This design comes from an exercise in tuning for small area on the open sky130 flow, not from production work.
In this exercise RTL edits were held to simulation tests only and were not proved equivalent to the original.

== onyx ==
## mdc_top
module mdc_top (
    input  logic         clk,
    input  logic         rst_n,
    input  logic         in_valid,
    input  logic [14:0]  in_data,
    input  logic [8:0]   in_mode,
    output logic         out_valid,
    output logic [206:0] out_data
);
Size in the first run: roughly 1,900 cells after synthesis, about 240 I/O pins.
Settings: LEC_CHECK=0, ABC_AREA=1, CAP_MARGIN=20, CORE_MARGIN=2, CORE_UTILIZATION=65, CTS_BUF_LIST=sky130_fd_sc_hd__clkbuf_8, CTS_CLUSTER_DIAMETER=70, CTS_CLUSTER_SIZE=16, GPL_TIMING_DRIVEN=0, SETUP_SLACK_MARGIN=1.0, SLEW_MARGIN=20, SYNTH_HIERARCHICAL=1, SYNTH_MINIMUM_KEEP_SIZE=0; clock period 25.0 ns.
standard.sh (not shown) runs the stock make flow with config.mk's settings and CLKGATE_MAP_FILE= SYNTH_SCRIPT=/design/flow/synth_recipe.tcl, a recipe that flattens the netlist after the stock synthesis.
==> flow/flow/run.sh <==
#!/bin/bash
# Own flow = the standard flow (standard.sh) with these changes:
#  2. the floorplan step only removes the synthesis buffers (REMOVE_ABC_BUFFERS=1) instead of
#     running a timing repair on unplaced, unrouted estimates (later steps still repair timing);
#  3. the port buffers use the smallest buffer cell instead of the default delay buffer.
# Every tool's output goes to a log file in this folder.
set -euo pipefail
rm -rf abcscripts
cp -r "$FLOW_HOME/scripts" abcscripts
cp flow/abc_area.script abcscripts/abc_area.script
bash standard.sh "SCRIPTS_DIR=$PWD/abcscripts" synth > synth.log 2>&1
bash standard.sh REMOVE_ABC_BUFFERS=1 "BUFFER_PORTS_ARGS=-buffer_cell sky130_fd_sc_hd__buf_1" finish > layout.log 2>&1
==> flow/flow/abc_area.script <==
strash
dch -f
amap -m -F 50 -A 50 -C 200
topo
stime -c
> inputs changed (onyx -> fjord)
- swapping sky130_fd_sc_hd__clkbuf_8 for sky130_fd_sc_hd__clkbuf_16 in CTS_BUF_LIST
- clearing GPL_TIMING_DRIVEN, which used to be 0
- swapping 16 for 24 in CTS_CLUSTER_SIZE
Row critical path depth: fjord lower / onyx higher
Going from onyx to fjord, number of cells after detailed placement grew slightly.
~same number of nets at the end of the flow in onyx and fjord
In fjord the global router's overall resource usage turned out 0.31 points higher than in onyx.
In the metrics for onyx and fjord, the one carrying the higher routed metal-1 wirelength is fjord.


Setup of wip/harbor:
Starting RTL as in the previous note.
clock: 25.0 ns
lec_check: 0
abc_area: 1
cap_margin: 0
core_margin: 2
core_utilization: 65
cts_buf_list: sky130_fd_sc_hd__clkbuf_8
cts_cluster_diameter: 80
cts_cluster_size: 15
gpl_timing_driven: 0
setup_slack_margin: 1.0
slew_margin: 0
synth_hierarchical: 1
synth_minimum_keep_size: 0
Scripts as last shown in full above: flow/flow/run.sh, flow/flow/abc_area.script
Here is what was changed in the inputs of wip/quartz compared with wip/harbor.
# wip/harbor
export LEC_CHECK = 0
export ABC_AREA = 1
export CAP_MARGIN = 0
export CORE_MARGIN = 2
export CORE_UTILIZATION = 65
export CTS_BUF_LIST = sky130_fd_sc_hd__clkbuf_8
export CTS_CLUSTER_DIAMETER = 80
export CTS_CLUSTER_SIZE = 15
export GPL_TIMING_DRIVEN = 0
export SETUP_SLACK_MARGIN = 1.0
export SLEW_MARGIN = 0
export SYNTH_HIERARCHICAL = 1
export SYNTH_MINIMUM_KEEP_SIZE = 0
create_clock -name core_clock -period 25.0 [get_ports {clk}]
# wip/quartz
export LEC_CHECK = 0
export ABC_AREA = 1
export CAP_MARGIN = 20
export CORE_MARGIN = 2
export CORE_UTILIZATION = 75
export CTS_BUF_LIST = sky130_fd_sc_hd__clkbuf_8
export CTS_CLUSTER_DIAMETER = 80
export CTS_CLUSTER_SIZE = 15
export SETUP_SLACK_MARGIN = 1.0
export SLEW_MARGIN = 20
export SYNTH_HIERARCHICAL = 1
export SYNTH_MINIMUM_KEEP_SIZE = 0
create_clock -name core_clock -period 25.0 [get_ports {clk}]
==> comparison <==
On final setup slack of the worst path, wip/harbor loses to wip/quartz.
wip/quartz gives more layout buffer count excluding clock buffers than wip/harbor did.
Standard cell with the maximum stage delay on the critical path: sky130_fd_sc_hd__nor4_2 -> wip/harbor, sky130_fd_sc_hd__nor4_1 -> wip/quartz
In the flow results for wip/quartz and wip/harbor, the final critical-path required period is larger on wip/harbor.
Both conditions hold for wip/quartz: the flow ran to the end and the final layout passed the timing, DRC and antenna checks.
Between wip/quartz and wip/harbor, width of the die is lower for wip/quartz, wip/harbor comes in above that.
Min later-pin clock latency in the skew report across wip/quartz and wip/harbor: wip/quartz
Compared with wip/harbor, wip/quartz shows a higher met1 routing resource usage after global routing.
wip/quartz — worst hold slack across all endpoints 0.0078 ns lower, wip/harbor as reference
Utilization wip/harbor -> wip/quartz: up
In the reports for wip/quartz and wip/harbor, the larger placed cell area belongs to wip/harbor.
Edits applied to the flow inputs when going from wip/quartz to wip/nickel:
# wip/quartz
export LEC_CHECK = 0
export ABC_AREA = 1
export CAP_MARGIN = 20
export CORE_MARGIN = 2
export CORE_UTILIZATION = 75
export CTS_BUF_LIST = sky130_fd_sc_hd__clkbuf_8
export CTS_CLUSTER_DIAMETER = 80
export CTS_CLUSTER_SIZE = 15
export SETUP_SLACK_MARGIN = 1.0
export SLEW_MARGIN = 20
export SYNTH_HIERARCHICAL = 1
export SYNTH_MINIMUM_KEEP_SIZE = 0
create_clock -name core_clock -period 25.0 [get_ports {clk}]
# wip/nickel
export LEC_CHECK = 0
export ABC_AREA = 1
export CAP_MARGIN = 20
export CORE_MARGIN = 2
export CORE_UTILIZATION = 65
export CTS_BUF_LIST = sky130_fd_sc_hd__clkbuf_4 sky130_fd_sc_hd__clkbuf_8
export CTS_CLUSTER_DIAMETER = 80
export CTS_CLUSTER_SIZE = 15
export SETUP_SLACK_MARGIN = 1.0
export SLEW_MARGIN = 20
export SYNTH_HIERARCHICAL = 1
export SYNTH_MINIMUM_KEEP_SIZE = 0
create_clock -name core_clock -period 25.0 [get_ports {clk}]
[summary]
- [compare] base=wip/quartz new=wip/nickel: weighted congestion at the end of routability-driven global placement lower.
- Cell count of wip/nickel exceeds that of wip/quartz by a few percent.
- wip/nickel vs. wip/quartz: first-iteration DRC count -727; total track usage -7.3 points.
- The die outline height in wip/quartz is 0.932 times that in wip/nickel.
- Taking wip/nickel over wip/quartz, the met3 wire length ratio works out to 0.75.
- The slew of the pin with the lowest slew margin reported for wip/nickel is smaller than that of wip/quartz by 0.076 ns.
Here is what was changed in the inputs of wip/pepper compared with wip/nickel.
# wip/nickel
export LEC_CHECK = 0
export ABC_AREA = 1
export CAP_MARGIN = 20
export CORE_MARGIN = 2
export CORE_UTILIZATION = 65
export CTS_BUF_LIST = sky130_fd_sc_hd__clkbuf_4 sky130_fd_sc_hd__clkbuf_8
export CTS_CLUSTER_DIAMETER = 80
export CTS_CLUSTER_SIZE = 15
export SETUP_SLACK_MARGIN = 1.0
export SLEW_MARGIN = 20
export SYNTH_HIERARCHICAL = 1
export SYNTH_MINIMUM_KEEP_SIZE = 0
create_clock -name core_clock -period 25.0 [get_ports {clk}]
# wip/pepper
export LEC_CHECK = 0
export ABC_AREA = 1
export CAP_MARGIN = 20
export CORE_MARGIN = 2
export CORE_UTILIZATION = 65
export CTS_BUF_LIST = sky130_fd_sc_hd__clkbuf_8
export CTS_CLUSTER_DIAMETER = 70
export CTS_CLUSTER_SIZE = 16
export SETUP_SLACK_MARGIN = 1.0
export SLEW_MARGIN = 20
export SYNTH_HIERARCHICAL = 1
export SYNTH_MINIMUM_KEEP_SIZE = 0
create_clock -name core_clock -period 25.0 [get_ports {clk}]
Notes after the runs:
- Delta (wip/pepper minus wip/nickel): final core area utilization fell by 0.20 points; per-cell routed wire length -0.54%; arrival time of data at the critical path endpoint rose by 0.13 ns.
- Wire length (higher): wip/nickel
- The final cell count without fillers was comparable across wip/pepper and wip/nickel.

==> port drivers added, routing unchanged <==
No port has a modelled driver above. Below, the same layouts with a new extraction and two added sets of constraints. Step 1: set_driving_cell puts a clkbuf_16 on clk and a buf_2 on each other input, an assumption about the parent block. Step 2 times the ports against the registers' clock, not the clock port: input delays grow and output delays shrink by t, the midpoint of the rising clock arrivals with the driver on. a / b / c = ideal ports / drivers / drivers and shift; a / b = the first two.
run	shift t [ns]	setup WS [ns]	worst setup path after step 2
onyx	0.687	2.475 / 2.475 / 2.475	register to register
fjord	0.599	3.466 / 3.466 / 3.466	register to register
wip/harbor	0.680	2.176 / 2.176 / 2.176	register to register
wip/quartz	0.627	2.911 / 2.911 / 2.911	register to register
wip/nickel	0.614	3.419 / 3.419 / 3.419	register to register
wip/pepper	0.679	3.342 / 3.342 / 3.342	register to register
After both steps every run listed still meets setup and hold.
